From an optimization exercise on the open Yosys and OpenROAD flow, aimed at small area, a short achievable clock period and few clock cycles per item; shortcuts taken in it are not production practice. In this exercise RTL edits were held to simulation tests only and were not proved equivalent to the original. Power is estimated from default activity; no workload was simulated.

// angle_to_cursor_calibrated_mapper_top
module angle_to_cursor_calibrated_mapper_top (
   input  logic        clock,
   input  logic        reset,
   input  logic        req_tvalid,
   output logic        req_tready,
   input  logic [23:0] req_tdata,    
   input  logic [2:0]  req_tuser,    
   output logic        rsp_tvalid,
   input  logic        rsp_tready,
   output logic [39:0] rsp_tdata,    
   output logic [0:0]  rsp_tuser,    
   input  logic        csr_we,
   input  logic [1:0]  csr_index,
   input  logic [13:0] csr_wdata
);
   logic [13:0] span_x_ff, span_y_ff;
   logic [11:0] margin_x_ff, margin_y_ff;
   always_ff @(posedge clock) begin
      if (reset) begin
         span_x_ff   <= 14'(acm_pkg::SPAN_X_RESET);
         span_y_ff   <= 14'(acm_pkg::SPAN_Y_RESET);
         margin_x_ff <= 12'(acm_pkg::MARGIN_RESET);
         margin_y_ff <= 12'(acm_pkg::MARGIN_RESET);
      end else if (csr_we) begin
         case (csr_index)
  ...
make LEC_CHECK=0 CAP_MARGIN=0 CORE_MARGIN=2 CORE_UTILIZATION=40 SETUP_SLACK_MARGIN=4 SLEW_MARGIN=0 SYNTH_HIERARCHICAL=1 finish   # period 7.5 ns
run.sh (not shown) runs the stock make flow with config.mk's settings and CLKGATE_MAP_FILE= SYNTH_SCRIPT=/design/flow/synth_recipe.tcl, a recipe that flattens the netlist after the stock synthesis.
The first run finished with timing, DRC and antenna clean.
Testbench counts at the start, summed over its fixed seeds: cycles 2,512, items 2,400.
Next try:
CAP_MARGIN = 20   (was 0)
CTS_BUF_LIST = sky130_fd_sc_hd__clkbuf_4 sky130_fd_sc_hd__clkbuf_8   (was unset)
SLEW_MARGIN = 20   (was 0)
Critical path depth grows by 1.
Sequential cell count does not change.
Worst hold slack is about the same.
Via count grows by 0.88%.
Setup slack degrades by 0.016 ns.
Core utilization shrinks by 0.15 points.
Final area shrinks by 0.34%.
Routed wire length grows by 0.51%.
Next try:
ABC_AREA = 1   (was unset)
CTS_BUF_LIST = unset   (was sky130_fd_sc_hd__clkbuf_4 sky130_fd_sc_hd__clkbuf_8)
SETUP_SLACK_MARGIN = 4.6   (was 4)
After rerunning: Critical path depth came out lower by 5. Via count came out higher by 23%. Hold slack gets worse by 0.012 ns. Worst setup slack gains 0.50 ns. Clock power goes up by 23%. Count of clock-buffer cells in the layout shrinks by 76. Final cell count rose by 36%. Register-to-register slack improves by 0.50 ns. Synthesized area goes up by 7.6%. Maximum frequency increases by 16%.
Next try:
PLACE_DENSITY = 0.72   (was unset)
SETUP_SLACK_MARGIN = 4.3   (was 4.6)
The changed run finished clean.
Design area shrinks by a little under a tenth.
Count of clock-buffer cells in the layout shrinks by 21.
Area after synthesis stays the same.
Via count shrinks by a few percent.
Non-clock buffer count shrinks by 360.


Setup of job 449:
Starting RTL as in the previous note.
export LEC_CHECK = 0
export CAP_MARGIN = 20
export CORE_MARGIN = 2
export CORE_UTILIZATION = 40
export SETUP_SLACK_MARGIN = 3.9
export SLEW_MARGIN = 20
export SYNTH_HIERARCHICAL = 1
export TNS_END_PERCENT = 20
create_clock -name core_clock -period 7.5 [get_ports {clock}]
Having completed the whole flow, job 449 delivered a layout that passed the timing, design-rule and antenna checks.
Testbench counts of job 449, summed over its fixed seeds: cycles 2,512, items 2,400.
Input changes introduced in job 5845 (baseline for comparison: job 449):
diff --git a/flow/config.mk b/flow/config.mk
--- a/flow/config.mk
+++ b/flow/config.mk
@@ -6,9 +6,9 @@
 export NUM_CORES = 4
 export LEC_CHECK = 0
+export ABC_AREA = 1
 export CAP_MARGIN = 20
 export CORE_MARGIN = 2
 export CORE_UTILIZATION = 40
-export SETUP_SLACK_MARGIN = 3.9
+export SETUP_SLACK_MARGIN = 4.3
 export SLEW_MARGIN = 20
 export SYNTH_HIERARCHICAL = 1
-export TNS_END_PERCENT = 20
==> comparison <==
- Measured against each other, job 449 and job 5845 differ in count of plain and timing-repair buffers, the lower figure coming from job 449.
- Placed standard-cell area ended up about 7.5% higher on job 5845 than on job 449.
- Relative to job 449, job 5845 improves setup slack.
- Row number of design-rule violations left by the first detailed-router iteration: job 5845 higher / job 449 lower
- Taking job 449 over job 5845, the final cell count ratio works out to 0.74.
- On job 5845: layout overhead on the synthesized area is 0.41 points lower than what job 449 gave.
For job 1866, these inputs were changed with respect to job 5845:
diff --git a/flow/config.mk b/flow/config.mk
--- a/flow/config.mk
+++ b/flow/config.mk
@@ -6,9 +6,8 @@
 export NUM_CORES = 4
 export LEC_CHECK = 0
-export ABC_AREA = 1
 export CAP_MARGIN = 20
 export CORE_MARGIN = 2
 export CORE_UTILIZATION = 40
-export SETUP_SLACK_MARGIN = 4.3
+export SETUP_SLACK_MARGIN = 4.2
 export SLEW_MARGIN = 20
 export SYNTH_HIERARCHICAL = 1
## What came out
Of job 1866 and job 5845, it is job 1866 that has the higher final critical path time including I/O delays and setup. On job 1866: routed via count is 9409 lower than what job 5845 gave. The kind of critical path comes out reg -> reg in one run and reg -> out in the other, namely in job 1866 and job 5845 respectively. Taking job 5845 as 1.0, job 1866 lands at 1.3 on post-synthesis average cell area. Wire length of the first global-routing pass, job 1866 vs job 5845: down by more than 10%. In job 1866, clock distribution power is lower than in job 5845. Job 1866 vs job 5845: cell area down in job 1866. Fraction of layout cells with a size suffix above 1: job 1866 vs job 5845 up 9.2 points. In the flow results for job 1866 and job 5845, the proportion of power drawn by combinational gates is larger on job 1866. Looking at cell at the slowest stage of the critical path, the a2111oi_4 result is from job 1866; the clkdlybuf4s50_1 one comes from job 5845. Summary of job 1866 over job 5845: worst voltage drop across the vdd grid decreased 3.0%; area added between synthesis and finish picked up an extra 7.0 points.
Here is what was changed in the inputs of job 5657 compared with job 1866.
diff --git a/flow/config.mk b/flow/config.mk
--- a/flow/config.mk
+++ b/flow/config.mk
@@ -6,8 +6,9 @@
 export NUM_CORES = 4
 export LEC_CHECK = 0
+export ABC_AREA = 1
 export CAP_MARGIN = 20
 export CORE_MARGIN = 2
 export CORE_UTILIZATION = 40
-export SETUP_SLACK_MARGIN = 4.2
+export SETUP_SLACK_MARGIN = 4.4
 export SLEW_MARGIN = 20
 export SYNTH_HIERARCHICAL = 1
==> run summary <==
- Having completed the whole flow, job 5657 delivered a layout that passed the timing, design-rule and antenna checks.
- Lower relative contribution of combinational cells to total power goes to job 5657 over job 1866.
- STATUS fmax: job 5657 wins against job 1866
- For job 5657, the worst setup path startpoint was u_front.dx2_ff[4], unlike job 1866, where it was u_back.wx_ff[7][0].
- Job 1866 was routed with fewer vias than job 5657.
- Vertical die dimension: job 5657 vs job 1866 up 3.7%
- Re critical path depth: job 5657 is 7 down on job 1866.
- The cell with the biggest individual delay on the critical path comes out a2111oi_4 in one run and fa_1 in the other, namely in job 1866 and job 5657 respectively.
- Job 5657 vs job 1866, final core area utilization went down by 2.2 points.
- For the routed wire length, job 5657 came in 20 mm higher than job 1866 did.
Setup changes, job 5657 to job 1011
diff --git a/flow/config.mk b/flow/config.mk
--- a/flow/config.mk
+++ b/flow/config.mk
@@ -6,9 +6,9 @@
 export NUM_CORES = 4
 export LEC_CHECK = 0
-export ABC_AREA = 1
 export CAP_MARGIN = 20
 export CORE_MARGIN = 2
-export CORE_UTILIZATION = 40
-export SETUP_SLACK_MARGIN = 4.4
+export CORE_UTILIZATION = 55
+export PLACE_DENSITY = 0.8
+export SETUP_SLACK_MARGIN = 4
 export SLEW_MARGIN = 20
 export SYNTH_HIERARCHICAL = 1
==> run summary <==
Compared job 1011 vs job 5657, and sum of met3 wire segment lengths after detailed routing is up in job 1011.
Going from job 5657 to job 1011, synthesized cell count shrinks by 3294.
Taking job 5657 as the reference point, the effective utilization at floorplan of job 1011 rises by 15 points.
In the tables for job 1011 and job 5657, maximum number of pins on one net before global-route repair reads higher with job 1011.
Most common cell after layout, fill and taps aside: nand2_1 -> job 5657, edfxtp_1 -> job 1011
Against job 5657, job 1011 reports a total clock buffers created by CTS that is lower.
Share of final-layout standard cells stronger than drive strength 1: job 1011 > job 5657
Job 1011 ends up with a worst setup slack that is 440 ps lower than in job 5657.
On job 1011: filler cell count in the final layout is 10063 lower than what job 5657 gave.
> inputs changed (job 1011 -> job 5734)
diff --git a/flow/config.mk b/flow/config.mk
--- a/flow/config.mk
+++ b/flow/config.mk
@@ -6,9 +6,9 @@
 export NUM_CORES = 4
 export LEC_CHECK = 0
+export ABC_AREA = 1
 export CAP_MARGIN = 20
 export CORE_MARGIN = 2
-export CORE_UTILIZATION = 55
-export PLACE_DENSITY = 0.8
-export SETUP_SLACK_MARGIN = 4
+export CORE_UTILIZATION = 40
+export SETUP_SLACK_MARGIN = 5
 export SLEW_MARGIN = 20
 export SYNTH_HIERARCHICAL = 1
Notes after the runs:
Inserted tap cell count in job 5734 is 959 higher than in job 1011
Job 5734 vs. job 1011: headroom to the max-slew limit rose by 4.7 points; level count of the clock H-tree closely matched the old numbers; multi-input combinational cell count picked up an extra 2029.

==> re-timing with driven ports <==
No port has a modelled driver above. Below, the same layouts with a new extraction and two added sets of constraints.
Step 1 assumes that a clkbuf_16 drives the clock port and a buf_2 every other input.
Step 2, shift: input delay + t, output delay - t, t = (earliest + latest rising clock arrival at the registers) / 2. This alone moves slack from input paths to output paths.
Three values: ideal, step 1, step 2; two values: the first two.
run | t (ns) | setup WS [ns] | worst register clock-pin slew, ns | pins driven straight from the clock port
the first run of note 1 | 0.813 | 3.962 / 3.962 / 3.334 | 0.07 / 0.07 | 1
the second run of note 1 | 0.967 | 3.946 / 3.946 / 3.179 | 0.08 / 0.08 | 1
the third run of note 1 | 0.867 | 4.445 / 4.427 / 3.869 | 0.07 / 0.07 | 1
the fourth run of note 1 | 0.850 | 4.393 / 4.298 / 3.664 | 0.07 / 0.07 | 1
job 449 | 0.808 | 3.785 / 3.785 / 3.145 | 0.07 / 0.07 | 1
job 5845 | 0.827 | 4.384 / 4.311 / 3.637 | 0.06 / 0.06 | 1
job 1866 | 0.807 | 3.948 / 3.948 / 3.617 | 0.07 / 0.07 | 1
job 5657 | 0.825 | 4.426 / 4.426 / 3.661 | 0.07 / 0.07 | 1
job 1011 | 0.788 | 3.987 / 3.987 / 3.408 | 0.07 / 0.07 | 1
job 5734 | 0.859 | 4.465 / 4.415 / 4.237 | 0.07 / 0.07 | 1
After both steps setup and hold are still met in every run listed. The setup slack of the second run of note 1, which loses most, moves by 0.000 ns with the drivers and by -0.767 ns with both steps.
